What follows belongs to an exercise in optimizing a design on an open flow for small area; a production flow would make more cautious choices. Function was checked by simulation only, so behaviour that the tests miss may differ from the original.

## upcoin_top
module upcoin_top (
  input  logic clk,
  input  logic block_load,
  input  logic sck,
  input  logic sdi,
  output logic sdo,
  output logic done
);
Size: roughly 2900 cells after synthesis, roughly 6 I/O pins, about 34000 sq um of cells after synthesis.
clock: 10.0 ns
lec_check: 0
cap_margin: 0
core_margin: 2
core_utilization: 65
cts_buf_list: sky130_fd_sc_hd__clkbuf_16
cts_cluster_diameter: 80
cts_cluster_size: 26
slew_margin: 0
run.sh (not shown) runs the stock make flow with config.mk's settings and CLKGATE_MAP_FILE= SYNTH_SCRIPT=/design/flow/synth_recipe.tcl, a recipe that flattens the netlist after the stock synthesis.
The starting point finished with timing, DRC and antenna clean.
==> next run, changes <==
==> flow/flow/run.sh (new file) <==
#!/bin/bash
set -euo pipefail
cd "$(dirname "$0")/.."
export CTS_ARGS="-sink_clustering_enable -repair_clock_nets -dont_use_dummy_load -buf_list sky130_fd_sc_hd__clkbuf_16 -sink_clustering_size 34 -sink_clustering_max_diameter 80"
bash standard.sh > standard_flow.log 2>&1
==> flow/standard.sh (new file) <==
#!/bin/bash
# synth_recipe.tcl (not shown) runs the flow's synth.tcl, then flattens the netlist and writes it again
# the make line also repeats each setting of config.mk as NAME=value (left out here)
make -C /OpenROAD-flow-scripts/flow DESIGN_CONFIG=/design/flow/config.mk WORK_HOME=/design/flow/orfs CLKGATE_MAP_FILE= SYNTH_SCRIPT=/design/flow/synth_recipe.tcl "${@:-finish}"
Settings changed: CAP_MARGIN 0 to 20, CTS_CLUSTER_SIZE 26 to 34, SLEW_MARGIN 0 to 20.
removed: flow/run.sh
Result: Final area drops slightly; via count drops slightly; synthesized cell count is unchanged.

========
upcoin_top, a different RTL version from the one above (not shown whole).
Size: ~800 flip-flops, ~33000 um2 of cells after synthesis.
export LEC_CHECK = 0
export CAP_MARGIN = 20
export CORE_MARGIN = 2
export CORE_UTILIZATION = 65
export CTS_BUF_LIST = sky130_fd_sc_hd__clkbuf_16
export CTS_CLUSTER_DIAMETER = 80
export CTS_CLUSTER_SIZE = 28
export SLEW_MARGIN = 20
export SYNTH_HIERARCHICAL = 1
export SYNTH_MINIMUM_KEEP_SIZE = 0
create_clock -name core_clock -period 10.0 [get_ports {clk}]
standard.sh (not shown) runs the stock make flow with config.mk's settings and CLKGATE_MAP_FILE= SYNTH_SCRIPT=/design/flow/synth_recipe.tcl, a recipe that flattens the netlist after the stock synthesis.
==> flow/flow/run.sh <==
#!/bin/bash
set -euo pipefail
cd "$(dirname "$0")/.."
export CTS_ARGS="-sink_clustering_enable -repair_clock_nets -dont_use_dummy_load -buf_list sky130_fd_sc_hd__clkbuf_16 -sink_clustering_size 28 -sink_clustering_max_diameter 80"
bash standard.sh > standard_flow.log 2>&1
The first run finished with timing, DRC and antenna clean.
Change:
==> flow/flow/run.sh (replaced) <==
#!/bin/bash
set -euo pipefail
cd "$(dirname "$0")/.."
export CTS_ARGS="-sink_clustering_enable -repair_clock_nets -dont_use_dummy_load -buf_list sky130_fd_sc_hd__clkbuf_16 -sink_clustering_size 26 -sink_clustering_max_diameter 80"
bash standard.sh > standard_flow.log 2>&1
Settings changed: CTS_CLUSTER_SIZE 28 to 26.
What happened: Synthesized area stays the same; fmax rises by 1.4%; first-iteration DRC count went up by 2.8%; hold slack is about the same.
Change:
==> flow/flow/run.sh (replaced) <==
#!/bin/bash
set -euo pipefail
cd "$(dirname "$0")/.."
export CTS_ARGS="-sink_clustering_enable -repair_clock_nets -dont_use_dummy_load -buf_list sky130_fd_sc_hd__clkbuf_16 -sink_clustering_size 28 -sink_clustering_max_diameter 80"
bash standard.sh > standard_flow.log 2>&1
Settings changed: CORE_UTILIZATION 65 to 70, CTS_CLUSTER_SIZE 26 to 28.
The changed run finished clean; critical path depth came out lower by 1; via count came out higher by 7.2%; synthesized area stays the same; hold slack gets worse by 0.0046 ns; count of clock-buffer cells in the layout came out lower by 2; wire length came out higher by 16%.

========
RTL: one of the versions met above, not the one the previous note started from.
Size in the first run: roughly 800 flip-flops, ~6 I/O pins, roughly 34000 sq um of cells after synthesis.
// upcoin_top
module upcoin_top (
  input  logic clk,
  input  logic block_load,
  input  logic sck,
  input  logic sdi,
  output logic sdo,
  output logic done
);
export LEC_CHECK = 0
export CAP_MARGIN = 20
export CORE_MARGIN = 2
export CORE_UTILIZATION = 80
export CTS_BUF_LIST = sky130_fd_sc_hd__clkbuf_8
export CTS_CLUSTER_DIAMETER = 50
export CTS_CLUSTER_SIZE = 18
export PLACE_DENSITY = 0.88
export SLEW_MARGIN = 20
create_clock -name core_clock -period 10.0 [get_ports {clk}]
==> flow/flow/run.sh <==
#!/bin/bash
set -euo pipefail
cd "$(dirname "$0")/.."
export CTS_ARGS="-sink_clustering_enable -repair_clock_nets -dont_use_dummy_load -buf_list sky130_fd_sc_hd__clkbuf_8 -sink_clustering_size 18 -sink_clustering_max_diameter 50"
bash standard.sh > standard_flow.log 2>&1
The baseline did not get past global routing (5_1_grt).
Next try:
==> flow/flow/run.sh (replaced) <==
#!/bin/bash
set -euo pipefail
cd "$(dirname "$0")/.."
export CTS_ARGS="-sink_clustering_enable -repair_clock_nets -dont_use_dummy_load -buf_list sky130_fd_sc_hd__clkbuf_16 -sink_clustering_size 34 -sink_clustering_max_diameter 60"
bash standard.sh > standard_flow.log 2>&1
- CTS_BUF_LIST: sky130_fd_sc_hd__clkbuf_8 -> sky130_fd_sc_hd__clkbuf_16
- CTS_CLUSTER_DIAMETER: 50 -> 60
- CTS_CLUSTER_SIZE: 18 -> 34
The changed run did not get past global routing (5_1_grt) with GRT-0116.
Area after synthesis stays the same.
Synthesized cell count stays the same.

==> port drivers added, routing unchanged <==
How much do the figures lean on ideal ports? The routed layouts below were timed once more, with nothing changed but the port constraints.
Step 1, drivers: a clkbuf_16 drives clk and a buf_2 each remaining input, both assumed.
Step 2 adds t to the input delays and takes it off the output delays; t is the mean of the earliest and latest rising clock arrival at the registers after step 1. Input paths then give back, and output paths get back, about the clock's delay inside the block.
Three values: ideal, step 1, step 2; two values: the first two.
run | shift t [ns] | setup slack, ns | hold WS [ns]
the first run of note 1 | 0.677 | 1.684 / 1.684 / 1.684 | 0.326 / 0.326 / 0.326
the second run of note 1 | 0.625 | 1.786 / 1.786 / 1.786 | 0.258 / 0.258 / 0.258
the first run of note 2 | 0.628 | 0.925 / 0.925 / 0.925 | 0.306 / 0.306 / 0.306
the second run of note 2 | 0.621 | 1.053 / 1.053 / 1.053 | 0.305 / 0.305 / 0.305
the third run of note 2 | 0.651 | 0.736 / 0.736 / 0.736 | 0.300 / 0.300 / 0.300
After both steps every run listed still meets setup and hold.
